Background: an optimization exercise with open tools, aiming at small area. Do not read the settings as production practice. Where RTL was checked, it was by simulation tests only, not by an equivalence proof against the original. Function not checked in runs 3 to 6: the RTL went through the layout flow alone. Power figures rest on the tool's default switching activity, not on a simulated workload.

[flow/design.v]
module decode_stage_p #(
    parameter int XLEN  = 32,
    parameter int NREG  = 32,
    parameter int CNT_W = 16
) (
    input  logic             clk,
    input  logic             rst,
    input  logic             in_valid,
    input  logic [31:0]      instr,
    input  logic [XLEN-1:0]  pc_plus4,
    input  logic             wb_we,
    input  logic [4:0]       wb_addr,
    input  logic [XLEN-1:0]  wb_data,
    input  logic             ex_memread,
    input  logic             ex_regwrite,
    input  logic [4:0]       ex_dst,
    input  logic             mem_memread,
    input  logic             mem_regwrite,
    input  logic [4:0]       mem_dst,
    input  logic [XLEN-1:0]  mem_alu,
    output logic             pc_write,
    output logic             ifid_write,
    output logic             ifid_flush,
    output logic             pc_src,
    output logic [XLEN-1:0]  branch_target,
    output logic             illegal_op,
    output logic [CNT_W-1:0] stall_cnt,
    output logic [CNT_W-1:0] flush_cnt,
    output logic             idex_valid,
    output logic [3:0]       idex_ex,
    output logic [2:0]       idex_m,
    output logic [1:0]       idex_wb,
    output logic [4:0]       idex_rs,
    output logic [4:0]       idex_rt,
    output logic [4:0]       idex_rd,
    output logic [XLEN-1:0]  idex_imm,
    output logic [XLEN-1:0]  idex_d1,
    output logic [XLEN-1:0]  idex_d2,
    output logic [XLEN-1:0]  idex_pc4
);
    logic [5:0] op;
    logic [4:0] rs, rt;
    assign op = instr[31:26];
    assign rs = instr[25:21];
    assign rt = instr[20:16];
    logic c_r, c_lw, c_sw, c_addi, c_br, illegal_dec, uses_rt, is_beq;
    assign c_r    = (op == 6'h00);
    assign c_lw   = (op == 6'h23);
    assign c_sw   = (op == 6'h2B);
    assign c_addi = (op == 6'h08);
    assign c_br   = (op[5:1] == 5'b00010);
    assign is_beq = !op[0];
    assign illegal_dec = !(c_r || c_lw || c_sw || c_addi || c_br);
    assign uses_rt = c_r || c_sw || c_br;
    logic [XLEN-1:0] rf [1:NREG-1];
    logic [NREG-1:1] rvalid;
    logic [NREG-1:1] wsel;
    always_comb
        for (int i = 1; i < NREG; i++) wsel[i] = wb_we && (wb_addr == i[4:0]);
    always_ff @(posedge clk or negedge rst) begin
        if (!rst) rvalid <= '0;
        else      rvalid <= rvalid | wsel;
    end
    always_ff @(posedge clk)
        for (int i = 1; i < NREG; i++)
            if (wsel[i]) rf[i] <= wb_data;
    logic [XLEN-1:0] rd1, rd2;
    logic [NREG-1:1] ren;
    always_comb
        for (int i = 1; i < NREG; i++) ren[i] = rvalid[i] && !wsel[i];
    logic [3:0] hi1, hi2;
    logic [7:0] lo1, lo2;
    logic       aeq1, aeq2;
    always_comb begin
        for (int k = 0; k < 4; k++) begin
            hi1[k] = (rs[4:3] == k[1:0]);
            hi2[k] = (rt[4:3] == k[1:0]);
        end
        for (int k = 0; k < 8; k++) begin
            lo1[k] = (rs[2:0] == k[2:0]);
            lo2[k] = (rt[2:0] == k[2:0]);
        end
    end
    assign aeq1 = (wb_addr == rs) && (rs != 5'd0);
    assign aeq2 = (wb_addr == rt) && (rt != 5'd0);
    logic [31:0] sel1 [2];
    logic [31:0] sel2 [2];
    for (genvar q = 0; q < 2; q++) begin : g_sel
        decode_stage_and2 u_w1 (.a(wb_we), .b(aeq1), .y(sel1[q][0]));
        decode_stage_and2 u_w2 (.a(wb_we), .b(aeq2), .y(sel2[q][0]));
        for (genvar i = 1; i < NREG; i++) begin : g_i
            decode_stage_and3 u_s1 (.a(hi1[i/8]), .b(lo1[i%8]), .c(ren[i]), .y(sel1[q][i]));
            decode_stage_and3 u_s2 (.a(hi2[i/8]), .b(lo2[i%8]), .c(ren[i]), .y(sel2[q][i]));
        end
    end
    logic [XLEN-1:0] rdat [32];
    always_comb begin
        rdat[0] = wb_data;
        for (int i = 1; i < NREG; i++) rdat[i] = rf[i];
    end
    for (genvar b = 0; b < XLEN; b++) begin : g_rd
        logic [10:0] t1, t2;
        for (genvar k = 0; k < 10; k++) begin : g_k
            decode_stage_ao3n u1 (.s0(sel1[b/16][3*k]), .d0(rdat[3*k][b]),
                                  .s1(sel1[b/16][3*k+1]), .d1(rdat[3*k+1][b]),
                                  .s2(sel1[b/16][3*k+2]), .d2(rdat[3*k+2][b]), .y(t1[k]));
            decode_stage_ao3n u2 (.s0(sel2[b/16][3*k]), .d0(rdat[3*k][b]),
                                  .s1(sel2[b/16][3*k+1]), .d1(rdat[3*k+1][b]),
                                  .s2(sel2[b/16][3*k+2]), .d2(rdat[3*k+2][b]), .y(t2[k]));
        end
        decode_stage_ao3n u1 (.s0(sel1[b/16][30]), .d0(rdat[30][b]),
                              .s1(sel1[b/16][31]), .d1(rdat[31][b]),
                              .s2(sel1[b/16][31]), .d2(rdat[31][b]), .y(t1[10]));
        decode_stage_ao3n u2 (.s0(sel2[b/16][30]), .d0(rdat[30][b]),
                              .s1(sel2[b/16][31]), .d1(rdat[31][b]),
                              .s2(sel2[b/16][31]), .d2(rdat[31][b]), .y(t2[10]));
        decode_stage_nand11 u_c1 (.a(t1), .y(rd1[b]));
        decode_stage_nand11 u_c2 (.a(t2), .y(rd2[b]));
    end
    logic ex_rs, ex_rt, mem_rs, mem_rt;
    logic load_use, br_alu, br_load, stall, taken, eq, fwd_a, fwd_b;
    logic [XLEN-1:0] cmp_a, cmp_b;
    assign ex_rs  = (rs != 5'd0) && (ex_dst == rs);
    assign ex_rt  = (rt != 5'd0) && (ex_dst == rt);
    assign mem_rs = (rs != 5'd0) && (mem_dst == rs);
    assign mem_rt = (rt != 5'd0) && (mem_dst == rt);
    assign load_use = ex_memread && (ex_rs || (uses_rt && ex_rt));
    assign br_alu   = c_br && ex_regwrite && (ex_rs || ex_rt);
    assign br_load  = c_br && mem_memread && (mem_rs || mem_rt);
    assign stall    = in_valid && (load_use || br_alu || br_load);
    assign fwd_a = mem_regwrite && !mem_memread && mem_rs;
    assign fwd_b = mem_regwrite && !mem_memread && mem_rt;
    assign cmp_a = fwd_a ? mem_alu : rd1;
    assign cmp_b = fwd_b ? mem_alu : rd2;
    assign eq    = (cmp_a == cmp_b);
    assign taken = in_valid && c_br && !stall && (is_beq ? eq : !eq);
    assign pc_write      = !stall;
    assign ifid_write    = !stall;
    assign pc_src        = taken;
    assign ifid_flush    = taken;
    assign branch_target = {pc_plus4[31:2] + {{14{instr[15]}}, instr[15:0]}, pc_plus4[1:0]};
    logic issue;
    logic q_r, q_lw, q_sw, q_addi, q_br;
    logic [15:0] q_imm;
    assign issue = in_valid && !stall;
    always_ff @(posedge clk or negedge rst) begin
        if (!rst) begin
            q_r        <= 1'b0;
            q_lw       <= 1'b0;
            q_sw       <= 1'b0;
            q_addi     <= 1'b0;
            q_br       <= 1'b0;
            idex_rs    <= '0;
            idex_rt    <= '0;
            q_imm      <= '0;
            idex_d1    <= '0;
            idex_d2    <= '0;
            idex_pc4   <= '0;
            illegal_op <= 1'b0;
            stall_cnt  <= '0;
            flush_cnt  <= '0;
        end else begin
            q_r        <= issue && c_r;
            q_lw       <= issue && c_lw;
            q_sw       <= issue && c_sw;
            q_addi     <= issue && c_addi;
            q_br       <= issue && c_br;
            idex_rs    <= rs;
            idex_rt    <= rt;
            q_imm      <= instr[15:0];
            idex_d1    <= rd1;
            idex_d2    <= rd2;
            idex_pc4   <= pc_plus4;
            if (in_valid && illegal_dec) illegal_op <= 1'b1;
            stall_cnt  <= stall_cnt + {{(CNT_W-1){1'b0}}, (stall && stall_cnt != '1)};
            flush_cnt  <= flush_cnt + {{(CNT_W-1){1'b0}}, (taken && flush_cnt != '1)};
        end
    end
    assign idex_valid = q_r || q_lw || q_sw || q_addi || q_br;
    assign idex_ex    = {q_r, q_r, q_br, q_lw || q_sw || q_addi};
    assign idex_m     = {q_br, q_lw, q_sw};
    assign idex_wb    = {q_r || q_lw || q_addi, q_lw};
    assign idex_rd    = q_imm[15:11];
    assign idex_imm   = {{16{q_imm[15]}}, q_imm};
endmodule
module decode_stage_ao3n (
    input  logic s0, d0, s1, d1, s2, d2,
    output logic y
);
    assign y = !((s0 & d0) | (s1 & d1) | (s2 & d2));
endmodule
module decode_stage_and3 (
    input  logic a, b, c,
    output logic y
);
    assign y = a & b & c;
endmodule
module decode_stage_and2 (
    input  logic a, b,
    output logic y
);
    assign y = a & b;
endmodule
module decode_stage_nand11 (
    input  logic [10:0] a,
    output logic        y
);
    assign y = !(&a);
endmodule
[flow/flow/run.sh]
#!/bin/bash
# Layout flow: the standard flow (standard.sh, unchanged synthesis), with
# three changes to how the layout is made:
# - the input and output port buffers use the smallest buffer cell
#   (sky130_fd_sc_hd__buf_1) instead of the one buffer_ports picks by itself;
#   repair still upsizes any of them that timing or slew needs;
# - timing-driven global placement keeps none of the trial buffering and
#   resizing it does to weight the nets (GPL_KEEP_OVERFLOW=0); the usual
#   repair steps after placement, CTS and global routing still run;
# - clock tree synthesis clusters up to 25 sinks within 100 um per leaf
#   buffer and inserts no dummy loads.
# Each step's full output goes to its own log in this folder; ORFS's per-stage
# logs stay under orfs/logs/.
set -euo pipefail
bash standard.sh synth > synth.log 2>&1
bash standard.sh \
  "BUFFER_PORTS_ARGS=-buffer_cell sky130_fd_sc_hd__buf_1" \
  "GPL_KEEP_OVERFLOW=0" \
  "CTS_ARGS=-sink_clustering_enable -repair_clock_nets -sink_clustering_size 25 -sink_clustering_max_diameter 100 -dont_use_dummy_load" \
  finish > layout.log 2>&1
[flow/standard.sh]
#!/bin/bash
# synth_recipe.tcl (not shown) runs the flow's synth.tcl, then flattens the netlist and writes it again
# the make line also repeats each setting of config.mk as NAME=value (left out here)
make -C /OpenROAD-flow-scripts/flow DESIGN_CONFIG=/design/flow/config.mk WORK_HOME=/design/flow/orfs CLKGATE_MAP_FILE= SYNTH_SCRIPT=/design/flow/synth_recipe.tcl "${@:-finish}"
[flow/config.mk]
export PLATFORM = sky130hd
export DESIGN_NAME = decode_stage_p
export DESIGN_NICKNAME = decode_stage_p
export VERILOG_FILES = /design/flow/design.v
export SDC_FILE = /design/flow/constraint.sdc
export NUM_CORES = 4
export LEC_CHECK = 0
export CAP_MARGIN = 5
export CORE_MARGIN = 2
export CORE_UTILIZATION = 65
export GPL_TIMING_DRIVEN = 1
export SETUP_SLACK_MARGIN = 0.4
export SLEW_MARGIN = 5
export SYNTH_HIERARCHICAL = 1
export SYNTH_MINIMUM_KEEP_SIZE = 0
[flow/constraint.sdc]
create_clock -name core_clock -period 8.0 [get_ports {clk}]
set_input_delay 1.6000 -clock core_clock [delete_from_list [all_inputs] [get_ports {clk}]]
set_output_delay 1.6000 -clock core_clock [all_outputs]
set_load 0.01 [all_outputs]
==> results of run 1 <==
cell usage in the layout (no fill, tap or decap), types with 17 or more instances in the layout:
cell	netlist	layout
edfxtp_1	992	992
a222oi_1	704	704
buf_1	0	329
dfrtp_1	191	191
nand4_1	143	143
nand3_1	99	95
buf_4	42	87
and3_4	0	82
a21oi_1	82	68
xor2_1	58	58
xnor2_1	56	53
and3_2	0	53
clkbuf_16	0	53
nand2_1	44	43
nor2_1	58	39
inv_1	51	37
or3_4	0	37
and3_1	162	36
or3_1	71	34
ha_1	33	33
buf_12	0	29
a311o_1	25	25
nand3b_1	25	25
o21ai_0	23	22
clkbuf_2	1	21
or2_2	21	20
nand2b_1	21	19
and2_1	27	18
nor2_4	0	17
layer usage:
layer,vias up,wire length [um],track usage [%],part of all wire (%)
met1,19300,57700,57.9,30
met3,1031,37400,20.8,20
met2,4499,81300,67.3,42
li1,15300,-,-,-
met4,20,14700,24.8,7.7
met5,-,333,0,0.17
synth_stat cells (19+ instances only):
| library cell | count | area share [%] |
|---|---|---|
| a21oi_1 | 82 | 0.83 |
| a222oi_1 | 704 | 14 |
| a311o_1 | 25 | 0.50 |
| and2_1 | 27 | 0.34 |
| and3_1 | 162 | 2.0 |
| buf_4 | 42 | 0.63 |
| dfrtp_1 | 191 | 9.6 |
| edfxtp_1 | 992 | 60 |
| ha_1 | 33 | 0.83 |
| inv_1 | 51 | 0.39 |
| nand2_1 | 44 | 0.33 |
| nand2b_1 | 21 | 0.26 |
| nand3_1 | 99 | 1.0 |
| nand3b_1 | 25 | 0.38 |
| nand4_1 | 143 | 1.8 |
| nor2_1 | 58 | 0.44 |
| nor2b_1 | 29 | 0.36 |
| nor3_1 | 19 | 0.19 |
| o21ai_0 | 23 | 0.23 |
| or2_2 | 21 | 0.26 |
| or3_1 | 71 | 0.89 |
| xnor2_1 | 56 | 0.99 |
| xor2_1 | 58 | 1.0 |
cell type report:
class / instances / area share (%)
well taps: 978 / 2.17
multi-input cells: 1833 / 28.1
inverters: 51 / 0.339
clock buffers: 53 / 2.35
repair buffers: 508 / 5.65
diodes: 15 / 0.0665
flip-flops and latches: 1183 / 61.3
Yosys stat by module, one instance, submodules excluded:
module	area (um^2)	flip-flops and latches	copies in the design	cells
decode_stage_ao3n	10.0	0	704	1
decode_stage_and3	6.26	0	124	1
decode_stage_p	40300	1183	1	2040
decode_stage_and2	6.26	0	4	1
decode_stage_nand11	23.8	0	64	4
flip-flops by register name, summed over array words and instances (netlist names), 5 cells and up:
signal	count
rf	992
idex_d1	32
idex_d2	32
idex_pc4	32
rvalid	31
flush_cnt	16
q_imm	16
stall_cnt	16
idex_rs	5
idex_rt	5
cell families (layout without fill, tap and decap cells):
| logic type | count (synthesis) | after routing | synth area share (%) |
|---|---|---|---|
| flops | 1183 | 1183 | 69.5 |
| other cells | 0 | 15 | 0 |
| buf+inv | 131 | 612 | 1.53 |
| compound gates | 924 | 924 | 17.4 |
| fa+ha+maj | 34 | 34 | 0.871 |
| xor+xnor | 114 | 114 | 2.01 |
| simple gates | 742 | 761 | 8.67 |
power by group through the flow:
stage,Sequential [W],Clock [W],Combinational (W)
after floorplan,0.00710,0,0.000617
after global routing,0.00697,0.00316,0.00159
after global placement,0.00709,0,0.00121
final,0.00696,0.00299,0.00156
after detailed placement,0.00709,0,0.00127
after CTS,0.00695,0.00297,0.00135
metrics by stage:
stage / setup TNS (ns) / instances
floorplan: 0 / 3128
global placement: -833.61 / 4398
detailed placement: -26.85 / 4440
CTS: 0 / 4536
global route: 0 / 4615
finish: 0 / 4621
repair_timing:
| item | CTS | global route |
|---|---|---|
| gates resized for setup | 247 | 170 |
| gates cloned | 9 | 10 |
| pin swaps | 67 | 101 |
| buffers inserted | 34 | 56 |
| endpoints found under the setup margin | 18 | 2 |
critical path, delay by kind of cell:
kind / cells / cell delay, ns
AND/OR/NAND/NOR: 5 / 2.26
AO/OA/AOI/OAI: 6 / 1.67
buffers and inverters: 5 / 0.64
final timing paths:
path	start	depth (start not counted)	to	slack, ns
worst max-delay path	instr[18]	16	ifid_flush	0.18
worst min-delay path	rvalid[9]	1	rvalid[9]	0.47
worst max register to register	rvalid[23]	20	flush_cnt[14]	2.62
worst min register to register	rvalid[9]	1	rvalid[9]	0.47
max in group asynchronous	rst	3	idex_rt[1]	5.98
min in group asynchronous	rst	1	idex_pc4[1]	1.04
==> impl_results.md, run 1 <==
* Outcome: complete, no violations
* Combinational power share at 13.6%
* # clock sinks at 1183
* PD cells at 204 nW/um^2
* Critical Path, Cell by Cell: buf_12, buf_12, nor3b_2, and3_2, a222oi_1, nand3_1, or3_4, inv_1, o311ai_2, o31ai_1, a2111oi_4, nand4_1, buf_6, o211ai_1, o31ai_4, buf_2
* Highest-delay cell along the critical path: nor3b_2
* Vias/cell at 8.70
* Element type at the critical path start: input port
* Slew Viols, Final at 0
* Register area at 34600 um^2
* CTS H-tree lvls at 2
* Worst IR drop on VDD at 230 uV
* Ports at 373
* Root Driver: clkbuf_16
* Worst Skew at 0.0279 ns
* Global Route Usage Sum at 46.1%
* GR Overflow Total at 0
* CP Max Fanout at 16
* Clock power share at 26.0%
* EDFF count, synth at 992
* Initial core utilization at 65.6%
* Area post-placement at 52800 um^2
* Worst setup EP type: output pin
* Leak pwr at 18.7 nW
* Synthesis-to-layout area growth at 13.5%
* Final period utilization at 97.7%
* Int Pwr at 0.00856 W
* Slew margin rel. at 10.7%
* Fin worst setup slack at 0.184 ns
* Initial DRC count at 11100
* Net Sw Power at 0.00295 W
* Post-Route WL at 191000 um
* Number of synthesized register bits at 1183
* Initial antenna violation count at 20
* Register area share after synthesis at 69.5%
* Syn Area/Cell at 15.9 um^2
* DIE WIDTH at 281 um
* Post-CTS Hold Fix Bufs at 0
* Clk Latency, worst-skew pair at 0.67 ns
* DP HPWL at 116000 um
* Fmax at 128 MHz
* Final net count at 3815
* Area occupied by multi-input gates at 15900 um^2
* Routed wire per std cell at 41.4 um
* Wire length of the first global-routing pass at 256000 um
* Syn_nets at 3313
* Final Setup Violations at 0
* Fin area at 56400 um^2
* GPL Wtd Cong at 0.976
* Worst-path clk slew at 0.10 ns
* Number of global-route vias before repair at 37000
* Filler Cell Count at 4690
* Crit-path max cell delay at 0.97 ns
* MaxCap Viol Count at 0
* Yosys warns at 13
* Arr. time, crit path at 6.22 ns
* Mapped Cells at 3128
* Switching share of power at 25.7%
* DR vias at 40200
* Worst Path Required at 6.40 ns
* Synth async-reset ratio at 16.1%
* Seq pwr share at 60.5%
* Row count at 101
* Most Frequent Cell on Critical Path: buf_12
* Largest net degree at the start of global routing at 60
* Dpl ws at -2.31 ns
* Clock buffer depth at 3
* DRC viols at 0
* Hold Violations, Final at 0
* Share of cells above drive strength 1 at 15.5%
* Top FF cell, synth: edfxtp_1
* Total Power at 0.0115 W
* CTS Buf Count at 53
* Full die area at 78700 um^2
* WHS at 0.472 ns
* Final design utilization at 74.4%
* IO Port Bufs at 372
* Initial DRT Pass Iterations at 17
* Hold Crit Class: reg2reg
* Final ANT Viol Nets at 0
* TritonCTS clock tree: built
* Critical path class: in2out
* Die Y at 281 um
* Library cells used by synthesis at 59
* Core ar. at 75800 um^2
* Fin crit period at 7.82 ns
* Synthesized area at 49700 um^2
* Worst-margin pin slew at 1.34 ns
* RSZ-0062 raised after global routing: true
==> run 2, diff against run 1 <==
--- a/flow/config.mk
+++ b/flow/config.mk
@@ -8,5 +8,5 @@
 export CAP_MARGIN = 5
 export CORE_MARGIN = 2
-export CORE_UTILIZATION = 65
+export CORE_UTILIZATION = 60
 export GPL_TIMING_DRIVEN = 1
 export SETUP_SLACK_MARGIN = 0.4
==> impl_results.md, run 2 <==
* Outcome: complete, no violations
* Yosys warns at 13 (unchanged)
* Routed wire per std cell at 40.5 um (-2.3%)
* Root Driver: clkbuf_16
* Max reg flops at 992 (unchanged)
* Initial core utilization at 60.5% (-5.0 points)
* Initial antenna violation count at 19 (-5.0%)
* Syn_nets at 3313 (unchanged)
* Initial DRT Pass Iterations at 13 (-4)
* Mapped Cells at 3128 (unchanged)
* Wire length of the first global-routing pass at 261000 um (+1.7%)
* Commonest non-fill, non-tap cell in the layout: edfxtp_1
* Syn Area/Cell at 15.9 um^2 (unchanged)
* Hold Violations, Final at 0 (unchanged)
* Register area share after synthesis at 69.5% (unchanged)
* Final ANT Viol Nets at 0 (unchanged)
* Element type at the critical path start: input port
* Share of cells above drive strength 1 at 11.9% (-3.7 points)
* Hold Crit Class: reg2reg
* Final Setup Violations at 0 (unchanged)
* Number of global-route vias before repair at 36900 (-0.37%)
* TritonCTS clock tree: built
* Initial DRC count at 9964 (-10%)
* Worst Path Required at 6.40 ns (about the same)
* DRC viols at 0 (unchanged)
* Worst Skew at 0.0352 ns (+0.00733 ns)
* Final net count at 3736 (-2.1%)
* Die Y at 292 um (+4.0%)
* RSZ-0062 raised after global routing: true
* Arr. time, crit path at 6.24 ns (+0.02 ns)
* Worst-path clk slew at 0.10 ns (about the same)
* Flop2flop setup slack at 2.39 ns (-0.23 ns)
* Ports at 373 (unchanged)
* Clk Latency, worst-skew pair at 0.67 ns (about the same)
* Most frequent cells in the layout: 992 x edfxtp_1, 704 x a222oi_1, 326 x buf_1, 191 x dfrtp_1, 143 x nand4_1
* DIE WIDTH at 292 um (+4.0%)
* Fin area at 55300 um^2 (-2.0%)
* DR vias at 38900 (-3.3%)
* CP Max Fanout at 16 (unchanged)
* WHS at 0.468 ns (-0.00413 ns)
* EDFF count, synth at 992 (unchanged)
* Post-synth top cells: 992 x edfxtp_1, 704 x a222oi_1, 191 x dfrtp_1
* Fmax at 128 MHz (-0.34%)
* PD cells at 206 nW/um^2 (+0.99%)
* Worst IR drop on VDD at 236 uV (+2.3%)
* Critical path class: in2out
* Final period utilization at 98.0% (+0.33 points)
* Area post-placement at 53000 um^2 (+0.34%)
* Top FF cell, synth: edfxtp_1
* Largest net degree at the start of global routing at 60 (unchanged)
* MaxCap Viol Count at 0 (unchanged)
* Global Route Usage Sum at 42.8% (-3.3 points)
* Clock buffer depth at 3 (unchanged)
* Slew margin rel. at 10.8% (+0.075 points)
* Row count at 105 (+4.0%)
* Synthesized area at 49700 um^2 (unchanged)
* Synth async-reset ratio at 16.1% (unchanged)
* Library cells used by synthesis at 59 (unchanged)
* Worst setup EP type: output pin
* # clock sinks at 1183 (unchanged)
* Leak pwr at 18.2 nW (-2.5%)
* Yosys top cell by area: edfxtp_1
* Largest reg by FF count: rf
* Post-CTS Hold Fix Bufs at 0 (unchanged)
* Post-Route WL at 187000 um (-2.2%)
* Vias/cell at 8.40 (-3.4%)
* Dpl ws at -2.37 ns (-0.0576 ns)
* Synth top area cells: edfxtp_1 60%, a222oi_1 14%, dfrtp_1 9.6%
* Fin worst setup slack at 0.158 ns (-0.0266 ns)
* DP HPWL at 120000 um (+3.5%)
* CTS Buf Count at 53 (unchanged)
* Number of synthesized register bits at 1183 (unchanged)
* Final cell count without fillers at 4627 (+0.13%)
* Full die area at 85200 um^2 (+8.2%)
* Worst-margin pin slew at 1.34 ns (-0.00113 ns)
* GR Overflow Total at 0 (unchanged)
* Fin crit period at 7.84 ns (+0.0266 ns)
* CTS H-tree lvls at 2 (unchanged)
* Slew Viols, Final at 0 (unchanged)
* Synthesis-to-layout area growth at 11.2%
* IO Port Bufs at 372 (unchanged)
* Post-synth top area share at 59.9% (unchanged)
* GPL Wtd Cong at 0.953 (-2.4%)
* Dpl cells at 4532 (+2.1%)
* Cell with the most instances after synthesis: edfxtp_1
* Core ar. at 82100 um^2 (+8.3%)
[run 2: cell types whose count changed in the layout (fill, tap and decap cells not counted), sizes merged]
cell    before  now
diode       15    8
buf        485  421
and2        30   28
and3       171  162
and4b        2    1
clkbuf      76   72
nor2        66   67
[run 2: power breakdown]
group | switching [W] | leakage (nW) | internal [W] | total [W]
Sequential | 0.000101 | 11.3 | 0.00686 | 0.00696
Combinational | 0.000988 | 6.26 | 0.000437 | 0.00143
Clock | 0.00182 | 0.653 | 0.00118 | 0.00301
Total | 0.00291 | 18.2 | 0.00848 | 0.0114
[run 2: cell type report]
cell class	instances	area, um^2
Sequential cell	1183	34600
Clock buffer	53	1330
Antenna cell	8	20.0
Tap cell	1070	1340
Inverter	51	191
Timing Repair Buffer	440	2590
Fill cell	5654	26800
Multi-Input combinational cell	1822	15200
[run 2: final timing paths]
check                      cells past startpoint        from            end
setup reg to reg                              18  rvalid[15]  flush_cnt[14]
max in group asynchronous                      4         rst    idex_d2[28]
setup / recovery                              14   instr[24]     ifid_flush
hold / removal                                 1   rvalid[2]      rvalid[2]
hold reg to reg                                1   rvalid[2]      rvalid[2]
min in group asynchronous                      1         rst  flush_cnt[15]
[run 2: per-stage QoR]
| stage | total power [W] | util [%] | TNS, ns |
|---|---|---|---|
| after global placement | 0.00833 | 63.3 | -893.86 |
| after floorplan | 0.00772 | - | 0 |
| after CTS | 0.0113 | 67.2 | 0 |
| after detailed placement | 0.00839 | 64.5 | -31.17 |
| final | 0.0114 | 67.3 | 0 |
| after global routing | 0.0116 | 67.3 | 0 |
[run 2: per-module statistics from Yosys, one instance, submodules excluded]
module               cells  cell area (um^2)  times used
decode_stage_and3        1              6.26         124
decode_stage_p        2040             40300           1
decode_stage_nand11      4              23.8          64
decode_stage_and2        1              6.26           4
decode_stage_ao3n        1              10.0         704
[run 2: cells by family (layout without fill, tap and decap cells)]
| group | Yosys count | in the layout | share of synthesized area, % |
|---|---|---|---|
| AOI/OAI and AO/OA | 924 | 924 | 17.4 |
| xor gates and xnor gates | 114 | 114 | 2.01 |
| adders and majority gates | 34 | 34 | 0.871 |
| buffers and inverters | 131 | 544 | 1.53 |
| DFF | 1183 | 1183 | 69.5 |
| other | 0 | 8 | 0 |
| and+or+nand+nor | 742 | 750 | 8.67 |
[run 2: critical path: stages]
cell       delay, ns
buf_1           0.38
nor2b_2         0.75
and3_1          1.16
a222oi_1        0.19
nand3_1         0.17
or3_1           0.36
inv_1           0.11
o311ai_1        0.10
a21oi_1         0.22
a2111oi_2       0.36
nand4_1         0.26
o211ai_1        0.28
o31ai_2         0.12
buf_1           0.14
[run 2: routing by layer]
metal	GRT usage (%)	share of wire, %	vias up
met5	0.681	0.054	-
met4	20.6	5.9	12
met3	17.4	18	720
met2	63.5	43	3988
met1	55.1	33	19000
li1	-	-	15100
[run 2: what timing repair did]
item | in CTS | in global routing
setup buffers | 25 | 1
pin swaps | 58 | 16
gates cloned | 8 | 0
resized for setup | 237 | 16
endpoints found under the setup margin | 18 | 2
==> run 3, diff against run 2 <==
--- a/flow/design.v
+++ b/flow/design.v
@@ -66,7 +66,14 @@
             if (wsel[i]) rf[i] <= wb_data;
     logic [XLEN-1:0] rd1, rd2;
+    logic [3:0] wwe_hi;
+    logic [7:0] wlo;
     logic [NREG-1:1] ren;
-    always_comb
-        for (int i = 1; i < NREG; i++) ren[i] = rvalid[i] && !wsel[i];
+    always_comb begin
+        for (int k = 0; k < 4; k++) wwe_hi[k] = wb_we && (wb_addr[4:3] == k[1:0]);
+        for (int k = 0; k < 8; k++) wlo[k] = (wb_addr[2:0] == k[2:0]);
+    end
+    for (genvar i = 1; i < NREG; i++) begin : g_ren
+        decode_stage_ren u_ren (.v(rvalid[i]), .a(wwe_hi[i/8]), .b(wlo[i%8]), .y(ren[i]));
+    end
     logic [3:0] hi1, hi2;
     logic [7:0] lo1, lo2;
@@ -208,2 +215,8 @@
     assign y = !(&a);
 endmodule
+module decode_stage_ren (
+    input  logic v, a, b,
+    output logic y
+);
+    assign y = v & !(a & b);
+endmodule
==> impl_results.md, run 3 <==
* Full die area at 85400 um^2 (+0.28%)
* Yosys warns at 13 (unchanged)
* Most frequent cells in the layout: 992 x edfxtp_1, 704 x a222oi_1, 323 x buf_1, 191 x dfrtp_1, 140 x nand4_1
* Die Y at 292 um (+0.14%)
* Number of global-route vias before repair at 36400 (-1.4%)
* Crit-path max cell delay at 0.56 ns (-0.60 ns)
* Initial DRT Pass Iterations at 14 (+1)
* Worst setup EP type: output pin
* Worst IR drop on VDD at 192 uV (-19%)
* DIE WIDTH at 292 um (+0.14%)
* Number of synthesized register bits at 1183 (unchanged)
* Syn Area/Cell at 15.9 um^2 (-0.16%)
* Clock power share at 26.1% (-0.3 points)
* CTS Buf Count at 53 (unchanged)
* Top FF cell, synth: edfxtp_1
* Register area share after synthesis at 69.3% (-0.20 points)
* Highest-delay cell along the critical path: or3_4
* Row count at 105 (unchanged)
* Final net count at 3766 (+0.80%)
* IO Port Bufs at 372 (unchanged)
* Largest net degree at the start of global routing at 43 (-28%)
* Post-CTS Hold Fix Bufs at 0 (unchanged)
* Final cell count without fillers at 4664 (+0.80%)
* Net Sw Power at 0.00295 W (+1.5%)
* DRC viols at 0 (unchanged)
* Total Power at 0.0115 W (+0.99%)
* Largest reg by FF count: rf
* Library cells used by synthesis at 64 (+8.5%)
* Critical Path, Cell by Cell: buf_2, nand3b_1, inv_2, a21boi_2, and3_2, a222oi_1, nand4_1, or3_4, nor3_1, o31ai_1, a2111oi_4, nand4_1, buf_6, or3_4, nand2_4, buf_6
* Hold Crit Class: reg2reg
* Switching share of power at 25.7% (+0.13 points)
* Slew margin rel. at 21.4% (+11 points)
* Max reg flops at 992 (unchanged)
* CP Max Fanout at 16 (unchanged)
* Synth async-reset ratio at 16.1% (unchanged)
* GR Overflow Total at 0 (unchanged)
* Int Pwr at 0.00855 W (+0.82%)
* TritonCTS clock tree: built
* Post-Route WL at 186000 um (-0.46%)
* DR vias at 39000 (+0.36%)
* Final period utilization at 98.6% (+0.60 points)
* Seq pwr share at 60.6% (-0.5 points)
* Fmax at 127 MHz (-0.61%)
* Outcome: complete, no violations
* Wire length of the first global-routing pass at 259000 um (-0.79%)
* CTS H-tree lvls at 2 (unchanged)
* MaxCap Viol Count at 0 (unchanged)
* Syn_nets at 3327 (+0.42%)
* Global Route Usage Sum at 42.3% (-0.55 points)
* Clk Latency, worst-skew pair at 0.67 ns (about the same)
* Clock buffer depth at 3 (unchanged)
* Hold Violations, Final at 0 (unchanged)
* Commonest non-fill, non-tap cell in the layout: edfxtp_1
* Element type at the critical path start: input port
* EDFF count, synth at 992 (unchanged)
* Leak pwr at 18.5 nW (+1.6%)
* Dpl cells at 4552 (+0.44%)
* Arr. time, crit path at 6.29 ns (+0.05 ns)
* Routed wire per std cell at 40.0 um (-1.2%)
* Initial antenna violation count at 24 (+5)
* Final Setup Violations at 0 (unchanged)
* Worst-margin pin slew at 1.17 ns (-0.163 ns)
* Yosys top cell by area: edfxtp_1
* Slew Viols, Final at 0 (unchanged)
* Worst-path clk slew at 0.08 ns (-0.02 ns)
* Synthesis-to-layout area growth at 12.6%
* Cell with the most instances after synthesis: edfxtp_1
* Final ANT Viol Nets at 0 (unchanged)
* Vias/cell at 8.36 (-0.44%)
* Initial core utilization at 60.6% (+0.078 points)
* Initial DRC count at 10600 (+6.2%)
* # clock sinks at 1183 (unchanged)
* Post-synth top cells: 992 x edfxtp_1, 704 x a222oi_1, 191 x dfrtp_1
* GPL Wtd Cong at 1.03 (+8.0%)
* Post-synth top area share at 59.7% (-0.17 points)
* Mapped Cells at 3142 (+0.45%)
* Worst Skew at 0.0418 ns (+0.00663 ns)
* Worst Path Required at 6.40 ns (about the same)
* Root Driver: clkbuf_16
* Fin crit period at 7.89 ns (+0.0479 ns)
* Synth top area cells: edfxtp_1 60%, a222oi_1 14%, dfrtp_1 9.6%
* Share of cells above drive strength 1 at 14.8% (+3.0 points)
* RSZ-0062 raised after global routing: true
* Core ar. at 82200 um^2 (+0.16%)
* PD cells at 205 nW/um^2 (-0.60%)
* Critical path class: in2out
* Synthesized area at 49900 um^2 (+0.29%)
* Combinational power share at 13.3% (+0.8 points)
* DP HPWL at 120000 um (+0.25%)
* Ports at 373 (unchanged)
## run 3: changes by cell type after synthesis, sizes merged, moves of 8 or more
cell,change
xor2,+8
a21boi,+32
or2,+11
xnor2,-10
nand2b,-14
nor2,+13
inv,+13
and2,-20
nor2b,-20
## run 3: stage by stage
stage	area, um^2	TNS (ns)	hold WS (ns)	util [%]	worst slack, ns
2_1_floorplan	49900	0	0.431	-	0.852
4_1_cts	55800	0	0.466	67.9	0.400
6_report	56200	0	0.465	68.3	0.110
5_1_grt	56100	0	0.486	68.3	0.159
3_5_place_dp	53400	-22.91	0.445	64.9	-2.08
3_3_place_gp	52000	-962.59	0.444	63.3	-5.63
## run 3: kinds of logic (layout without fill, tap and decap cells)
logic type | count (synthesis) | count (layout) | share of synthesized area [%]
flops | 1183 | 1183 | 69.3
fa+ha+maj | 34 | 34 | 0.868
other cells | 0 | 15 | 0
buf+inv | 148 | 584 | 1.57
simple gates | 711 | 712 | 8.29
compound gates | 954 | 954 | 18.0
xor+xnor | 112 | 112 | 1.98
## run 3: worst paths after layout
check | depth (start not counted) | end | slack (ns) | from
max | 16 | ifid_flush | 0.11 | wb_addr[2]
min | 1 | rvalid[25] | 0.47 | rvalid[25]
max reg2reg | 18 | flush_cnt[14] | 2.73 | rvalid[29]
min reg2reg | 1 | rvalid[25] | 0.47 | rvalid[25]
max in group asynchronous | 4 | flush_cnt[14] | 5.77 | rst
min in group asynchronous | 1 | idex_d1[24] | 0.97 | rst
## run 3: area by class of cell
cell class,instances,area [um^2]
clock buffers,53,1330
inverters,64,263
diodes,15,37.5
flip-flops and latches,1183,34600
fillers,5628,26100
multi-input cells,1812,15600
well taps,1070,1340
repair buffers,467,2980
## run 3: routing by layer
| layer | track usage, % | vias to the layer above | share of wire [%] |
|---|---|---|---|
| li1 | - | 15200 | - |
| met1 | 56.1 | 19100 | 33 |
| met2 | 63.8 | 3999 | 44 |
| met3 | 15.8 | 660 | 18 |
| met4 | 16.4 | 12 | 5.1 |
| met5 | 0 | - | 0.038 |
## run 3: critical path: cells and delay by family
kind	cells	cell delay, ns
AOI/OAI and AO/OA	4	1.18
buffers and inverters	4	0.94
and+or+nand+nor	8	2.57
## run 3: Yosys stat by module, one instance, submodules excluded
module               cells  flip-flops and latches
decode_stage_and3        1                       0
decode_stage_nand11      4                       0
decode_stage_ren         1                       0
decode_stage_and2        1                       0
decode_stage_p        2023                    1183
decode_stage_ao3n        1                       0
## run 3: repair_timing
item / 4_1_cts / 5_1_grt
gates cloned: 1 / 1
pin swaps: 97 / 25
endpoints found under the setup margin: 18 / 2
resized for setup: 320 / 30
setup buffers: 28 / 14
## run 3: power groups by stage
| stage | Sequential, W | Clock (W) | Combinational (W) |
|---|---|---|---|
| floorplan | 0.00710 | 0 | 0.000631 |
| global placement | 0.00711 | 0 | 0.00124 |
| detailed placement | 0.00710 | 0 | 0.00131 |
| CTS | 0.00697 | 0.00301 | 0.00143 |
| global route | 0.00698 | 0.00319 | 0.00157 |
| finish | 0.00697 | 0.00301 | 0.00153 |
==> run 4, diff against run 3 <==
--- a/flow/design.v
+++ b/flow/design.v
@@ -55,22 +55,26 @@
     logic [XLEN-1:0] rf [1:NREG-1];
     logic [NREG-1:1] rvalid;
-    logic [NREG-1:1] wsel;
-    always_comb
-        for (int i = 1; i < NREG; i++) wsel[i] = wb_we && (wb_addr == i[4:0]);
-    always_ff @(posedge clk or negedge rst) begin
-        if (!rst) rvalid <= '0;
-        else      rvalid <= rvalid | wsel;
-    end
-    always_ff @(posedge clk)
-        for (int i = 1; i < NREG; i++)
-            if (wsel[i]) rf[i] <= wb_data;
-    logic [XLEN-1:0] rd1, rd2;
     logic [3:0] wwe_hi;
     logic [7:0] wlo;
-    logic [NREG-1:1] ren;
     always_comb begin
         for (int k = 0; k < 4; k++) wwe_hi[k] = wb_we && (wb_addr[4:3] == k[1:0]);
         for (int k = 0; k < 8; k++) wlo[k] = (wb_addr[2:0] == k[2:0]);
     end
+    logic [NREG-1:1] wsel_lo, wsel_hi;
+    for (genvar i = 1; i < NREG; i++) begin : g_wsel
+        decode_stage_and2 u_wl (.a(wwe_hi[i/8]), .b(wlo[i%8]), .y(wsel_lo[i]));
+        decode_stage_and2 u_wh (.a(wwe_hi[i/8]), .b(wlo[i%8]), .y(wsel_hi[i]));
+    end
+    always_ff @(posedge clk or negedge rst) begin
+        if (!rst) rvalid <= '0;
+        else      rvalid <= rvalid | wsel_lo;
+    end
+    always_ff @(posedge clk)
+        for (int i = 1; i < NREG; i++) begin
+            if (wsel_lo[i]) rf[i][15:0]  <= wb_data[15:0];
+            if (wsel_hi[i]) rf[i][31:16] <= wb_data[31:16];
+        end
+    logic [XLEN-1:0] rd1, rd2;
+    logic [NREG-1:1] ren;
     for (genvar i = 1; i < NREG; i++) begin : g_ren
         decode_stage_ren u_ren (.v(rvalid[i]), .a(wwe_hi[i/8]), .b(wlo[i%8]), .y(ren[i]));
==> impl_results.md, run 4 <==
* Fin area at 56100 um^2 (-0.11%)
* Synthesized area at 49900 um^2 (about the same)
* Initial DRC count at 10100 (-4.1%)
* Worst setup EP type: output pin
* Vias/cell at 8.17 (-2.2%)
* Flop2flop setup slack at 2.74 ns (about the same)
* Post-synth top area share at 59.7% (about the same)
* Highest-delay cell along the critical path: or3_4
* Cell with the most instances after synthesis: edfxtp_1
* Routed wire per std cell at 38.6 um (-3.4%)
* Hold path cells at 1 (unchanged)
* Ports at 373 (unchanged)
* Hold Violations, Final at 0 (unchanged)
* Post-Route WL at 182000 um (-2.3%)
* Critical path class: in2out
* Register area at 34600 um^2 (unchanged)
* Area fraction in compound gates after synthesis at 17.2% (-0.80 points)
* Clock buffer depth at 3 (unchanged)
* CTS H-tree lvls at 2 (unchanged)
* Post-synth top cells: 992 x edfxtp_1, 704 x a222oi_1, 191 x dfrtp_1
* Final Setup Violations at 0 (unchanged)
* Crit-path max cell delay at 0.54 ns (-0.02 ns)
* IO Port Bufs at 372 (unchanged)
* Syn Area/Cell at 15.7 um^2 (-0.78%)
* Area post-placement at 52500 um^2 (-1.6%)
* CP Buf/Inv Count at 4 (unchanged)
* Top FF cell, synth: edfxtp_1
* Arr. time, crit path at 6.12 ns (-0.17 ns)
* Worst Hold Launch: rvalid[4]
* Share of cells above drive strength 1 at 15.3% (+0.45 points)
* Worst-path clk slew at 0.09 ns (about the same)
* Worst Skew at 0.0810 ns (+0.0392 ns)
* Adder-cell share of the synthesized area at 0.868% (about the same)
* R2r startpoint: rvalid[15]
* DP HPWL at 119000 um (-0.40%)
* Syn_nets at 3353 (+0.78%)
* Most frequent cells in the layout: 992 x edfxtp_1, 704 x a222oi_1, 322 x buf_1, 191 x dfrtp_1, 143 x nand4_1
* Mapped Cells at 3168 (+0.83%)
* Yosys top cell by area: edfxtp_1
* DRC viols at 0 (unchanged)
* Final net count at 3830 (+1.7%)
* Initial antenna violation count at 12 (-50%)
* Kind of cell adding the most delay to the critical path: simple AND/OR/NAND/NOR gates
* Hold Crit Class: reg2reg
* GR Overflow Total at 0 (unchanged)
* Max reg flops at 992 (unchanged)
* Yosys warns at 13 (unchanged)
* Row count at 105 (unchanged)
* Final period utilization at 96.5% (-2.2 points)
* PD cells at 206 nW/um^2 (+0.45%)
* DR vias at 38600 (-1.0%)
* DIE WIDTH at 292 um (about the same)
* Fmax at 130 MHz (+2.2%)
* Min-Delay Endpoint: rvalid[4]
* Synth top area cells: edfxtp_1 60%, a222oi_1 14%, dfrtp_1 9.6%
* Worst IR drop on VDD at 195 uV (+1.9%)
* Worst Path Required at 6.40 ns (about the same)
* Clk Latency, worst-skew pair at 0.69 ns (+0.02 ns)
* Full die area at 85500 um^2 (about the same)
* Global Route Usage Sum at 40.5% (-1.8 points)
* Largest reg by FF count: rf
* CP Max Fanout at 12 (-4)
* Filler Cell Count at 5724 (+1.7%)
* MaxCap Viol Count at 0 (unchanged)
* Worst-margin pin slew at 1.42 ns (+0.243 ns)
* # clock sinks at 1183 (unchanged)
* Die Y at 292 um (about the same)
* Core ar. at 82200 um^2 (unchanged)
* Wire length of the first global-routing pass at 251000 um (-2.9%)
* Area occupied by multi-input gates at 16100 um^2 (+2.6%)
* Worst R2R Path Depth at 18 (unchanged)
* TritonCTS clock tree: built
* Final ANT Viol Nets at 0 (unchanged)
* Root Driver: clkbuf_16
* Final setup TNS at 0 ns (unchanged)
* Post-Synth Simple-Gate Area at 9.49% (+1.2 points)
* Library cells used by synthesis at 57 (-11%)
* Fin crit period at 7.72 ns (-0.173 ns)
* Commonest non-fill, non-tap cell in the layout: edfxtp_1
* GPL Wtd Cong at 0.973 (-5.5%)
* Initial DRT Pass Iterations at 14 (unchanged)
* Largest net degree at the start of global routing at 69 (+60%)
* Register area share after synthesis at 69.3% (about the same)
* Initial core utilization at 60.6% (about the same)
* Synth async-reset ratio at 16.1% (unchanged)
* RSZ-0062 raised after global routing: true
* Mux share of post-synthesis cell area at 0.0201% (+0.020 points)
* EDFF count, synth at 992 (unchanged)
* Number of synthesized register bits at 1183 (unchanged)
* Main combinational cell family by area after synthesis: compound AO/OA/AOI/OAI gates
* Post-CTS Hold Fix Bufs at 0 (unchanged)
* Reg-to-Reg End: flush_cnt[13]
* Outcome: complete, no violations
* Critical Path, Cell by Cell: buf_4, and3_2, and3_4, clkbuf_4, buf_4, a222oi_1, nand4_1, or3_4, nor4_1, nor3_2, nor4_2, nand4_1, or3_4, a21boi_4, clkbuf_2
* Synthesis-to-layout area growth at 12.5%
* Number of global-route vias before repair at 35700 (-2.0%)
* Slew margin rel. at 5.56% (-16 points)
* XOR/XNOR Fraction of Synth Area at 2.09% (+0.10 points)
* Slew Viols, Final at 0 (unchanged)
* Element type at the critical path start: input port
* Leak pwr at 18.6 nW (+0.20%)
* CTS Buf Count at 53 (unchanged)
## run 4: report_power, final
part	internal (W)	leakage, nW	switching (W)	total (W)
combinational	0.000517	6.59	0.00104	0.00155
clock	0.00118	0.653	0.00184	0.00302
sequential	0.00686	11.3	0.000107	0.00697
total	0.00856	18.6	0.00298	0.0115
## run 4: cells by family after synthesis
group / after synthesis
AND/OR/NAND/NOR: 828
XOR/XNOR: 118
flip-flops: 1183
adder cells (fa/ha/maj): 34
multiplexers: 1
buffers and inverters: 93
AO/OA/AOI/OAI: 911
## run 4: layout make-up
class,instances,share of cell area (%)
Multi-Input combinational cell,1903,28.6
Inverter,19,0.127
Timing Repair Buffer,485,4.84
Tap cell,1070,2.39
Clock buffer,53,2.36
Antenna cell,8,0.0357
Sequential cell,1183,61.6
## run 4: worst max-delay path by stage
stage          startpoint           to  cells after the start
2_1_floorplan  wb_addr[4]       pc_src                     14
4_1_cts        wb_addr[3]       pc_src                     15
3_3_place_gp          rst  idex_d1[20]                      1
3_5_place_dp    instr[19]   ifid_flush                     16
5_1_grt         instr[22]       pc_src                     16
6_report        instr[23]       pc_src                     15
## run 4: routing by layer
metal	vias to the layer above	wire (um)	track usage, %
li1	15400	-	-
met3	522	33700	17.0
met5	-	246	0.454
met2	3729	78100	58.5
met1	19000	61900	55.5
met4	8	8260	13.8
## run 4: Yosys stat by module, one instance, submodules excluded
module	cells inside	copies in the design
decode_stage_ren	1	31
decode_stage_p	1987	1
decode_stage_nand11	4	64
decode_stage_and2	1	66
decode_stage_ao3n	1	704
decode_stage_and3	1	124
## run 4: per-stage QoR
stage          hold WS (ns)  util, %  setup WS (ns)  std cells  total power (W)
2_1_floorplan         0.429        -          0.455       3168          0.00772
3_3_place_gp          0.444     63.4          -4.42       4536          0.00835
3_5_place_dp          0.443     63.9          -1.54       4555          0.00840
4_1_cts               0.464     66.4          0.402       4630           0.0113
5_1_grt               0.479     68.2          0.339       4717           0.0118
6_report              0.468     68.2          0.283       4721           0.0115
## run 4: what timing repair did
action | 4_1_cts | 5_1_grt
gates cloned | 0 | 13
buffers inserted | 22 | 70
pin swaps | 85 | 162
resized for setup | 242 | 171
setup endpoints to repair | 14 | 2
## run 4: worst reg2reg max path, cell delays in order, from the launching register on
cell	delay, ns
dfrtp_1	0.41
a21boi_2	0.21
and3_4	0.21
clkbuf_4	0.20
buf_4	0.17
a222oi_1	0.45
nand4_1	0.42
or3_4	0.54
nor4_1	0.36
nor3_2	0.15
nor4_2	0.31
nand4_1	0.28
nor2_1	0.22
mux2i_1	0.21
ha_1	0.21
nand2_1	0.08
nor2_1	0.33
and3_1	0.23
xor2_1	0.15
==> run 5, diff against run 4 <==
--- a/flow/config.mk
+++ b/flow/config.mk
@@ -8,5 +8,5 @@
 export CAP_MARGIN = 5
 export CORE_MARGIN = 2
-export CORE_UTILIZATION = 60
+export CORE_UTILIZATION = 55
 export GPL_TIMING_DRIVEN = 1
 export SETUP_SLACK_MARGIN = 0.4
==> impl_results.md, run 5 <==
* DR vias at 38800 (+0.68%)
* CTS Buf Count at 53 (unchanged)
* Number of synthesized register bits at 1183 (unchanged)
* Fmax at 127 MHz (-1.7%)
* Post-CTS Hold Fix Bufs at 0 (unchanged)
* Clk Latency, worst-skew pair at 0.72 ns (+0.03 ns)
* Critical Path, Cell by Cell: buf_12, nor3b_4, buf_6, buf_12, a21boi_2, and3_4, buf_4, a222oi_1, nand4_1, or3_1, nor4_1, nor3_2, nor4_2, nand4_1, or3_4, a21boi_4, buf_2
* Post-Route WL at 191000 um (+4.6%)
* Final Setup Violations at 0 (unchanged)
* # clock sinks at 1183 (unchanged)
* Syn Area/Cell at 15.7 um^2 (unchanged)
* Library cells used by synthesis at 57 (unchanged)
* Commonest non-fill, non-tap cell in the layout: edfxtp_1
* Slew Viols, Final at 0 (unchanged)
* Largest reg by FF count: rf
* Synthesis-to-layout area growth at 13.0%
* Final period utilization at 98.1% (+1.6 points)
* Hold Crit Class: reg2reg
* Worst IR drop on VDD at 225 uV (+15%)
* Clock buffer depth at 3 (unchanged)
* Initial antenna violation count at 20 (+8)
* Synth async-reset ratio at 16.1% (unchanged)
* Worst-margin pin slew at 1.32 ns (-0.0969 ns)
* CTS H-tree lvls at 2 (unchanged)
* Fin crit period at 7.85 ns (+0.130 ns)
* Synthesized area at 49900 um^2 (unchanged)
* Leak pwr at 18.7 nW (+0.73%)
* Max reg flops at 992 (unchanged)
* Element type at the critical path start: input port
* Vias/cell at 7.99 (-2.2%)
* Core ar. at 90000 um^2 (+9.4%)
* Routed wire per std cell at 39.2 um (+1.7%)
* PD cells at 205 nW/um^2 (-0.33%)
* DRC viols at 0 (unchanged)
* Highest-delay cell along the critical path: or3_1
* MaxCap Viol Count at 0 (unchanged)
* Number of global-route vias before repair at 36000 (+0.95%)
* Ports at 373 (unchanged)
* GPL Wtd Cong at 0.970 (-0.26%)
* Arr. time, crit path at 6.25 ns (+0.13 ns)
* Row count at 110 (+4.8%)
* Die Y at 305 um (+4.4%)
* Share of cells above drive strength 1 at 15.3% (+0.030 points)
* Area post-placement at 52700 um^2 (+0.25%)
* Fin area at 56400 um^2 (+0.48%)
* Largest net degree at the start of global routing at 69 (unchanged)
* Worst Skew at 0.0815 ns (+0.000490 ns)
* Worst-path clk slew at 0.09 ns (about the same)
* Mapped Cells at 3168 (unchanged)
* Global Route Usage Sum at 39.1% (-1.3 points)
* Syn_nets at 3353 (unchanged)
* TritonCTS clock tree: built
* IO Port Bufs at 372 (unchanged)
* EDFF count, synth at 992 (unchanged)
* Final net count at 3862 (+0.84%)
* Worst Path Required at 6.40 ns (about the same)
* Final cell count without fillers at 4860 (+2.9%)
* Hold Violations, Final at 0 (unchanged)
* Yosys warns at 13 (unchanged)
* Yosys top cell by area: edfxtp_1
* Top FF cell, synth: edfxtp_1
* Initial DRT Pass Iterations at 13 (-1)
* Outcome: complete, no violations
* Post-synth top cells: 992 x edfxtp_1, 704 x a222oi_1, 191 x dfrtp_1
* Register area share after synthesis at 69.3% (unchanged)
* Crit-path max cell delay at 0.49 ns (-0.05 ns)
* Root Driver: clkbuf_16
* Critical path class: in2out
* CP Max Fanout at 9 (-3)
* DP HPWL at 121000 um (+1.6%)
* Wire length of the first global-routing pass at 262000 um (+4.3%)
* Worst setup EP type: output pin
* Cell with the most instances after synthesis: edfxtp_1
* GR Overflow Total at 0 (unchanged)
* Post-synth top area share at 59.7% (unchanged)
* Final ANT Viol Nets at 0 (unchanged)
* Initial core utilization at 55.4% (-5.2 points)
* Slew margin rel. at 12.0% (+6.5 points)
* Initial DRC count at 10100 (-0.91%)
* Most frequent cells in the layout: 992 x edfxtp_1, 704 x a222oi_1, 322 x buf_1, 191 x dfrtp_1, 143 x nand4_1
* RSZ-0062 raised after global routing: true
* Synth top area cells: edfxtp_1 60%, a222oi_1 14%, dfrtp_1 9.6%
* DIE WIDTH at 305 um (+4.4%)
* Dpl cells at 4663 (+2.4%)
* Full die area at 93100 um^2 (+9.0%)
## run 5: path summary, 6_finish.rpt
path | from | end | slack, ns | cells past startpoint
max in group asynchronous | rst | idex_d2[24] | 5.84 | 4
worst max register to register | rvalid[6] | flush_cnt[14] | 2.25 | 18
min in group asynchronous | rst | idex_rs[2] | 0.97 | 1
worst min-delay path | rvalid[27] | rvalid[27] | 0.46 | 1
worst min register to register | rvalid[27] | rvalid[27] | 0.46 | 1
worst max-delay path | wb_addr[3] | ifid_flush | 0.15 | 17
## run 5: cells by family (layout without fill, tap and decap cells)
family,count (synthesis),after routing,share of synthesized area [%]
buffers and inverters,93,592,1.07
xor gates and xnor gates,118,118,2.09
adders and majority gates,34,34,0.868
other,0,9,0
DFF,1183,1183,69.3
muxes,1,1,0.0201
and+or+nand+nor,828,836,9.49
AOI/OAI and AO/OA,911,911,17.2
## run 5: per-stage QoR
| step | utilization [%] | hold slack (ns) | total power [W] | setup WS (ns) | setup TNS [ns] |
|---|---|---|---|---|---|
| 4_1_cts | 61.6 | 0.464 | 0.0114 | 0.408 | 0 |
| 6_report | 62.6 | 0.463 | 0.0116 | 0.153 | 0 |
| 2_1_floorplan | - | 0.429 | 0.00772 | 0.455 | 0 |
| 3_3_place_gp | 58.1 | 0.442 | 0.00837 | -4.55 | -909.20 |
| 5_1_grt | 62.6 | 0.481 | 0.0118 | 0.206 | 0 |
| 3_5_place_dp | 58.5 | 0.441 | 0.00842 | -1.73 | -13.29 |
## run 5: final cells by class
class                   count  area, um^2
fillers                  6662       33600
clock buffers              53        1330
diodes                      9        22.5
repair buffers            520        2940
well taps                1176        1470
inverters                  19        71.3
flip-flops and latches   1183       34600
multi-input cells        1900       16000
## run 5: Yosys stat by module (local to each module, per instance)
module / cell area [um^2] / flip-flops and latches / cells
decode_stage_and2: 6.26 / 0 / 1
decode_stage_and3: 6.26 / 0 / 1
decode_stage_ao3n: 10.0 / 0 / 1
decode_stage_nand11: 23.8 / 0 / 4
decode_stage_p: 39800 / 1183 / 1987
decode_stage_ren: 11.3 / 0 / 1
## run 5: routing by layer
metal	track usage [%]	routed length, um	vias to the layer above	part of all wire (%)
met1	53.4	66600	19200	35
met5	1.40	258	-	0.14
met2	59.1	83900	3724	44
met3	13.5	32000	492	17
met4	12.9	7960	12	4.2
li1	-	-	15400	-
## run 5: worst max-delay path, delay by kind of cell
kind,cells,cell delay (ns)
AOI/OAI and AO/OA,3,0.79
buffers and inverters,5,0.85
and+or+nand+nor,9,2.98
## run 5: where the power goes
group / total (W) / switching, W / internal [W] / leakage (nW)
clock network: 0.00303 / 0.00184 / 0.00119 / 0.653
registers: 0.00697 / 0.000114 / 0.00686 / 11.3
logic: 0.00156 / 0.00104 / 0.000516 / 6.72
total: 0.0116 / 0.00300 / 0.00856 / 18.7
## run 5: repair_timing
item                                    CTS  global route
setup buffers                            58            67
gates cloned                              4             6
pin swaps                                96            56
gates resized for setup                 340            54
endpoints found under the setup margin   15             2
==> run 6, diff against run 5 <==
--- a/flow/design.v
+++ b/flow/design.v
@@ -55,42 +55,19 @@
     logic [XLEN-1:0] rf [1:NREG-1];
     logic [NREG-1:1] rvalid;
-    logic [3:0] wwe_hi;
-    logic [7:0] wlo;
-    always_comb begin
-        for (int k = 0; k < 4; k++) wwe_hi[k] = wb_we && (wb_addr[4:3] == k[1:0]);
-        for (int k = 0; k < 8; k++) wlo[k] = (wb_addr[2:0] == k[2:0]);
-    end
-    logic [NREG-1:1] wsel_lo, wsel_hi;
-    for (genvar i = 1; i < NREG; i++) begin : g_wsel
-        decode_stage_and2 u_wl (.a(wwe_hi[i/8]), .b(wlo[i%8]), .y(wsel_lo[i]));
-        decode_stage_and2 u_wh (.a(wwe_hi[i/8]), .b(wlo[i%8]), .y(wsel_hi[i]));
-    end
+    logic [NREG-1:1] wsel;
+    always_comb
+        for (int i = 1; i < NREG; i++) wsel[i] = wb_we && (wb_addr == i[4:0]);
     always_ff @(posedge clk or negedge rst) begin
         if (!rst) rvalid <= '0;
-        else      rvalid <= rvalid | wsel_lo;
+        else      rvalid <= rvalid | wsel;
     end
     always_ff @(posedge clk)
-        for (int i = 1; i < NREG; i++) begin
-            if (wsel_lo[i]) rf[i][15:0]  <= wb_data[15:0];
-            if (wsel_hi[i]) rf[i][31:16] <= wb_data[31:16];
-        end
+        for (int i = 1; i < NREG; i++)
+            if (wsel[i]) rf[i] <= wb_data;
     logic [XLEN-1:0] rd1, rd2;
     logic [NREG-1:1] ren;
-    for (genvar i = 1; i < NREG; i++) begin : g_ren
-        decode_stage_ren u_ren (.v(rvalid[i]), .a(wwe_hi[i/8]), .b(wlo[i%8]), .y(ren[i]));
-    end
-    logic [3:0] hi1, hi2;
-    logic [7:0] lo1, lo2;
-    logic       aeq1, aeq2;
-    always_comb begin
-        for (int k = 0; k < 4; k++) begin
-            hi1[k] = (rs[4:3] == k[1:0]);
-            hi2[k] = (rt[4:3] == k[1:0]);
-        end
-        for (int k = 0; k < 8; k++) begin
-            lo1[k] = (rs[2:0] == k[2:0]);
-            lo2[k] = (rt[2:0] == k[2:0]);
-        end
-    end
+    always_comb
+        for (int i = 1; i < NREG; i++) ren[i] = rvalid[i] && !wsel[i];
+    logic aeq1, aeq2;
     assign aeq1 = (wb_addr == rs) && (rs != 5'd0);
     assign aeq2 = (wb_addr == rt) && (rt != 5'd0);
@@ -98,4 +75,10 @@
     logic [31:0] sel2 [2];
     for (genvar q = 0; q < 2; q++) begin : g_sel
+        logic [3:0] hi1, hi2;
+        logic [7:0] lo1, lo2;
+        decode_stage_dec2 u_h1 (.a(rs[4:3]), .y(hi1));
+        decode_stage_dec2 u_h2 (.a(rt[4:3]), .y(hi2));
+        decode_stage_dec3 u_l1 (.a(rs[2:0]), .y(lo1));
+        decode_stage_dec3 u_l2 (.a(rt[2:0]), .y(lo2));
         decode_stage_and2 u_w1 (.a(wb_we), .b(aeq1), .y(sel1[q][0]));
         decode_stage_and2 u_w2 (.a(wb_we), .b(aeq2), .y(sel2[q][0]));
@@ -219,8 +202,16 @@
     assign y = !(&a);
 endmodule
-module decode_stage_ren (
-    input  logic v, a, b,
-    output logic y
-);
-    assign y = v & !(a & b);
-endmodule
+module decode_stage_dec2 (
+    input  logic [1:0] a,
+    output logic [3:0] y
+);
+    always_comb
+        for (int k = 0; k < 4; k++) y[k] = (a == k[1:0]);
+endmodule
+module decode_stage_dec3 (
+    input  logic [2:0] a,
+    output logic [7:0] y
+);
+    always_comb
+        for (int k = 0; k < 8; k++) y[k] = (a == k[2:0]);
+endmodule
--- a/flow/config.mk
+++ b/flow/config.mk
@@ -8,5 +8,5 @@
 export CAP_MARGIN = 5
 export CORE_MARGIN = 2
-export CORE_UTILIZATION = 55
+export CORE_UTILIZATION = 60
 export GPL_TIMING_DRIVEN = 1
 export SETUP_SLACK_MARGIN = 0.4
==> impl_results.md, run 6 <==
* Outcome: finished with violations
* Blocking Checks: setup timing
* Net Sw Power at 0.00295 W (-1.7%)
* Largest reg by FF count: rf
* Initial antenna violation count at 16 (-20%)
* Kind of cell adding the most delay to the critical path: simple AND/OR/NAND/NOR gates
* Worst-path clk slew at 0.10 ns (about the same)
* Worst Path Required at 6.40 ns (about the same)
* Worst-margin pin slew at 1.51 ns (+0.187 ns)
* Flop2flop setup slack at 2.24 ns (about the same)
* Hold Violations, Final at 0 (unchanged)
* Reg-to-Reg End: flush_cnt[6]
* Switching share of power at 25.6% (-0.29 points)
* Post-synth top cells: 992 x edfxtp_1, 704 x a222oi_1, 191 x dfrtp_1
* Worst setup EP type: output pin
* Final design utilization at 69.1% (+6.5 points)
* Most frequent cells in the layout: 992 x edfxtp_1, 704 x a222oi_1, 323 x buf_1, 191 x dfrtp_1, 147 x nand4_1
* Worst Skew at 0.0492 ns (-0.0323 ns)
* Hold path cells at 1 (unchanged)
* Leak pwr at 18.6 nW (-0.27%)
* CTS Buf Count at 53 (unchanged)
* Register area share after synthesis at 69.7% (+0.42 points)
* Final period utilization at 101% (+2.5 points)
* Hold Crit Class: reg2reg
* Synth top area cells: edfxtp_1 60%, a222oi_1 14%, dfrtp_1 9.6%
* DP HPWL at 117000 um (-3.9%)
* Clock power share at 26.2% (about the same)
* Row count at 105 (-4.5%)
* R2r startpoint: rvalid[23]
* Total Power at 0.0115 W (-0.61%)
* Number of global-route vias before repair at 37900 (+5.1%)
* Fin crit period at 8.04 ns (+0.196 ns)
* Post-Route WL at 193000 um (+0.94%)
* Initial DRT Pass Iterations at 12 (-1)
* Yosys warns at 15 (+2)
* Share of cells above drive strength 1 at 15.7% (+0.35 points)
* Vias/cell at 8.46 (+5.8%)
* Clk Latency, worst-skew pair at 0.69 ns (-0.03 ns)
* Initial DRC count at 9985 (-0.72%)
* Crit-path max cell delay at 1.03 ns (+0.54 ns)
* Filler Cell Count at 5535 (-17%)
* Post-synth top area share at 60.1% (+0.36 points)
* Highest-delay cell along the critical path: and3_1
* DIE WIDTH at 291 um (-4.5%)
* Fmax at 124 MHz (-2.4%)
* Worst Hold Launch: rvalid[3]
* Global Route Usage Sum at 43.4% (+4.2 points)
* Cell with the most instances after synthesis: edfxtp_1
* Initial core utilization at 60.5% (+5.1 points)
* Arr. time, crit path at 6.44 ns (+0.19 ns)
* Die Y at 291 um (-4.5%)
* Core ar. at 82000 um^2 (-8.9%)
* Seq pwr share at 60.6% (+0.3 points)
* Critical Path, Cell by Cell: clkdlybuf4s15_2, nor3b_1, and3_1, a222oi_1, nand3_1, or3_1, xnor2_1, o21ai_0, o311ai_1, nand4_1, nor4_2, nand2_2, mux2i_2, buf_2
* Post-CTS Hold Fix Bufs at 0 (unchanged)
* Full die area at 84900 um^2 (-8.8%)
* Ports at 373 (unchanged)
* Mapped Cells at 3111 (-1.8%)
* Clock buffer depth at 3 (unchanged)
* Yosys top cell by area: edfxtp_1
* GR Overflow Total at 0 (unchanged)
* Root Driver: clkbuf_16
* IO Port Bufs at 372 (unchanged)
* Min-Delay Endpoint: rvalid[3]
* Slew Viols, Final at 17 (+17)
* GPL Wtd Cong at 1.01 (+4.5%)
* Synthesized area at 49600 um^2 (-0.60%)
* Int Pwr at 0.00854 W (-0.22%)
* Max reg flops at 992 (unchanged)
* DRC viols at 0 (unchanged)
* CP Buf/Inv Count at 2 (-3)
* Worst IR drop on VDD at 187 uV (-17%)
* Dpl ws at -2.12 ns (-0.390 ns)
* Largest net degree at the start of global routing at 40 (-42%)
* WHS at 0.473 ns (+0.0102 ns)
* MaxCap Viol Count at 1 (+1)
* Slew margin rel. at -0.444% (-12 points)
* Synth async-reset ratio at 16.1% (unchanged)
* # clock sinks at 1183 (unchanged)
* TritonCTS clock tree: built
* DR vias at 39900 (+2.6%)
* Combinational power share at 13.1% (-0.4 points)
* Worst R2R Path Depth at 20 (+2)
* Final Setup Violations at 2 (+2)
* Routed wire per std cell at 40.8 um (+4.1%)
* Synthesis-to-layout area growth at 14.2%
* Commonest non-fill, non-tap cell in the layout: edfxtp_1
* Final net count at 3825 (-0.96%)
* CTS H-tree lvls at 2 (unchanged)
* Number of synthesized register bits at 1183 (unchanged)
* Final ANT Viol Nets at 0 (unchanged)
* Wire length of the first global-routing pass at 263000 um (+0.41%)
* Library cells used by synthesis at 57 (unchanged)
* PD cells at 203 nW/um^2 (-1.1%)
* Syn Area/Cell at 15.9 um^2 (+1.2%)
* Fin worst setup slack at -0.0433 ns (-0.196 ns)
* Critical path class: in2out
* Element type at the critical path start: input port
* RSZ-0062 raised after global routing: true
* Syn_nets at 3296 (-1.7%)
* CP Max Fanout at 23 (+14)
* Top FF cell, synth: edfxtp_1
* EDFF count, synth at 992 (unchanged)
run 6: changes by cell type in the layout (fill, tap and decap cells not counted), moves of 26 or more:
| cell | previous run | this run |
|---|---|---|
| buf_12 | 16 | 43 |
| a21oi_1 | 54 | 25 |
| a41oi_1 | 0 | 33 |
| o211ai_1 | 32 | 5 |
| xnor2_1 | 54 | 95 |
| and3_2 | 61 | 34 |
| o31ai_1 | 32 | 4 |
| and3_1 | 13 | 51 |
| nor2_1 | 66 | 33 |
| and2_1 | 91 | 12 |
| xor2_1 | 63 | 23 |
| o21ai_0 | 12 | 38 |
run 6: layout make-up:
type,instances,area (um^2),share of cell area [%]
Sequential cell,1183,34600,61.0
Multi-Input combinational cell,1849,15800,27.9
Timing Repair Buffer,526,3490,6.16
Tap cell,1070,1340,2.36
Clock buffer,53,1330,2.34
Inverter,27,101,0.179
Antenna cell,6,15.0,0.0265
run 6: per-layer routing:
layer / vias to the layer above / GRT usage (%) / part of all wire (%)
li1: 15400 / - / -
met1: 19400 / 54.6 / 32
met2: 4257 / 64.8 / 43
met3: 852 / 18.9 / 18
met4: 12 / 20.7 / 6.2
met5: - / 0.170 / 0.047
run 6: worst max-delay path by stage:
stage / start / end / slack [ns] / cells past startpoint
floorplan: wb_addr[0] / pc_src / 0.41 / 17
global placement: rst / idex_d2[21] / -4.47 / 1
detailed placement: wb_we / pc_src / -2.12 / 18
CTS: instr[24] / pc_src / 0.34 / 17
global route: wb_addr[0] / ifid_flush / 0.04 / 18
finish: instr[16] / pc_src / -0.04 / 14
run 6: per-stage QoR:
step	TNS, ns	instances	area [um^2]
after floorplan	0	3111	49700
after global routing	0	4711	56600
final	-0.0835	4714	56600
after global placement	-901.20	4484	52100
after CTS	0	4674	56100
after detailed placement	-23.73	4531	53000
run 6: worst register-to-register path, cell delays in order, from the launching register on:
cell and delay (ns):
dfrtp_1 0.39, nor2b_2 0.23, and3_4 0.23, buf_4 0.18, a222oi_1 0.34, nand4_1 0.54
or3_4 0.60, or2_2 0.31, a2111oi_2 0.34, a41oi_1 0.09, o311ai_0 0.16, nand4_1 0.21
nor4_2 0.36, nand2_2 0.20, buf_4 0.18, buf_4 0.12, mux2i_1 0.17, ha_1 0.34
ha_1 0.37, nand3_1 0.17, xnor2_1 0.16
run 6: cells by family (layout without fill, tap and decap cells):
family,count (synthesis),count (layout),synth area share (%)
fa+ha+maj,34,34,0.873
other cells,0,6,0
flops,1183,1183,69.7
xor+xnor,118,118,2.08
compound gates,913,913,17.3
buf+inv,96,606,1.03
mux,2,2,0.0404
simple gates,765,782,8.95
run 6: per-module statistics from Yosys, one instance, submodules excluded:
module / flops+latches / copies in the design / cells inside / area [um^2]
decode_stage_p: 1183 / 1 / 1975 / 39800
decode_stage_dec2: 0 / 4 / 4 / 26.3
decode_stage_and2: 0 / 4 / 1 / 6.26
decode_stage_nand11: 0 / 64 / 4 / 23.8
decode_stage_ao3n: 0 / 704 / 1 / 10.0
decode_stage_dec3: 0 / 4 / 8 / 65.1
decode_stage_and3: 0 / 124 / 1 / 6.26
run 6: power groups by stage:
stage / clock network, W / registers [W] / logic (W)
2_1_floorplan: 0 / 0.00710 / 0.000594
3_3_place_gp: 0 / 0.00709 / 0.00119
3_5_place_dp: 0 / 0.00709 / 0.00124
4_1_cts: 0.00302 / 0.00696 / 0.00139
5_1_grt: 0.00321 / 0.00698 / 0.00155
6_report: 0.00301 / 0.00697 / 0.00151
run 6: what timing repair did:
item / in CTS / in global routing
setup endpoints to repair: 18 / 2
pin swaps: 132 / 70
resized for setup: 327 / 51
gates cloned: 15 / 5
buffers inserted: 75 / 28

-- re-timing with driven ports --
The results above use ideal ports. As a check the final layouts listed here were re-extracted and re-timed, cells and wires unchanged.
Step 1 sets driving cells, clkbuf_16 on the clock port and buf_2 on the other inputs (assumed; they add their load-dependent delay and slew).
Step 2 times the ports against the registers' clock, not the clock port: input delays grow and output delays shrink by t, the midpoint of the rising clock arrivals with the driver on.
Slacks: no drivers / after step 1 / after step 2; pairs: no drivers / after step 1.
run	t (ns)	setup WS [ns]	worst hold slack (ns)	worst register clock-pin slew, ns
run 1	0.722	0.184 / 0.132 / 0.132	0.472 / 0.472 / 0.472	0.11 / 0.11
run 2	0.731	0.158 / 0.136 / 0.136	0.468 / 0.468 / 0.468	0.10 / 0.10
run 3	0.721	0.110 / 0.028 / 0.028	0.465 / 0.465 / 0.465	0.11 / 0.11
run 4	0.720	0.283 / 0.149 / 0.149	0.468 / 0.468 / 0.468	0.11 / 0.11
run 5	0.746	0.153 / 0.017 / 0.017	0.463 / 0.463 / 0.463	0.11 / 0.11
run 6	0.736	-0.043 / -0.067 / -0.067	0.473 / 0.473 / 0.473	0.12 / 0.12
The setup slack of run 5, which loses most, moves by -0.136 ns with the drivers and by -0.136 ns with both steps.
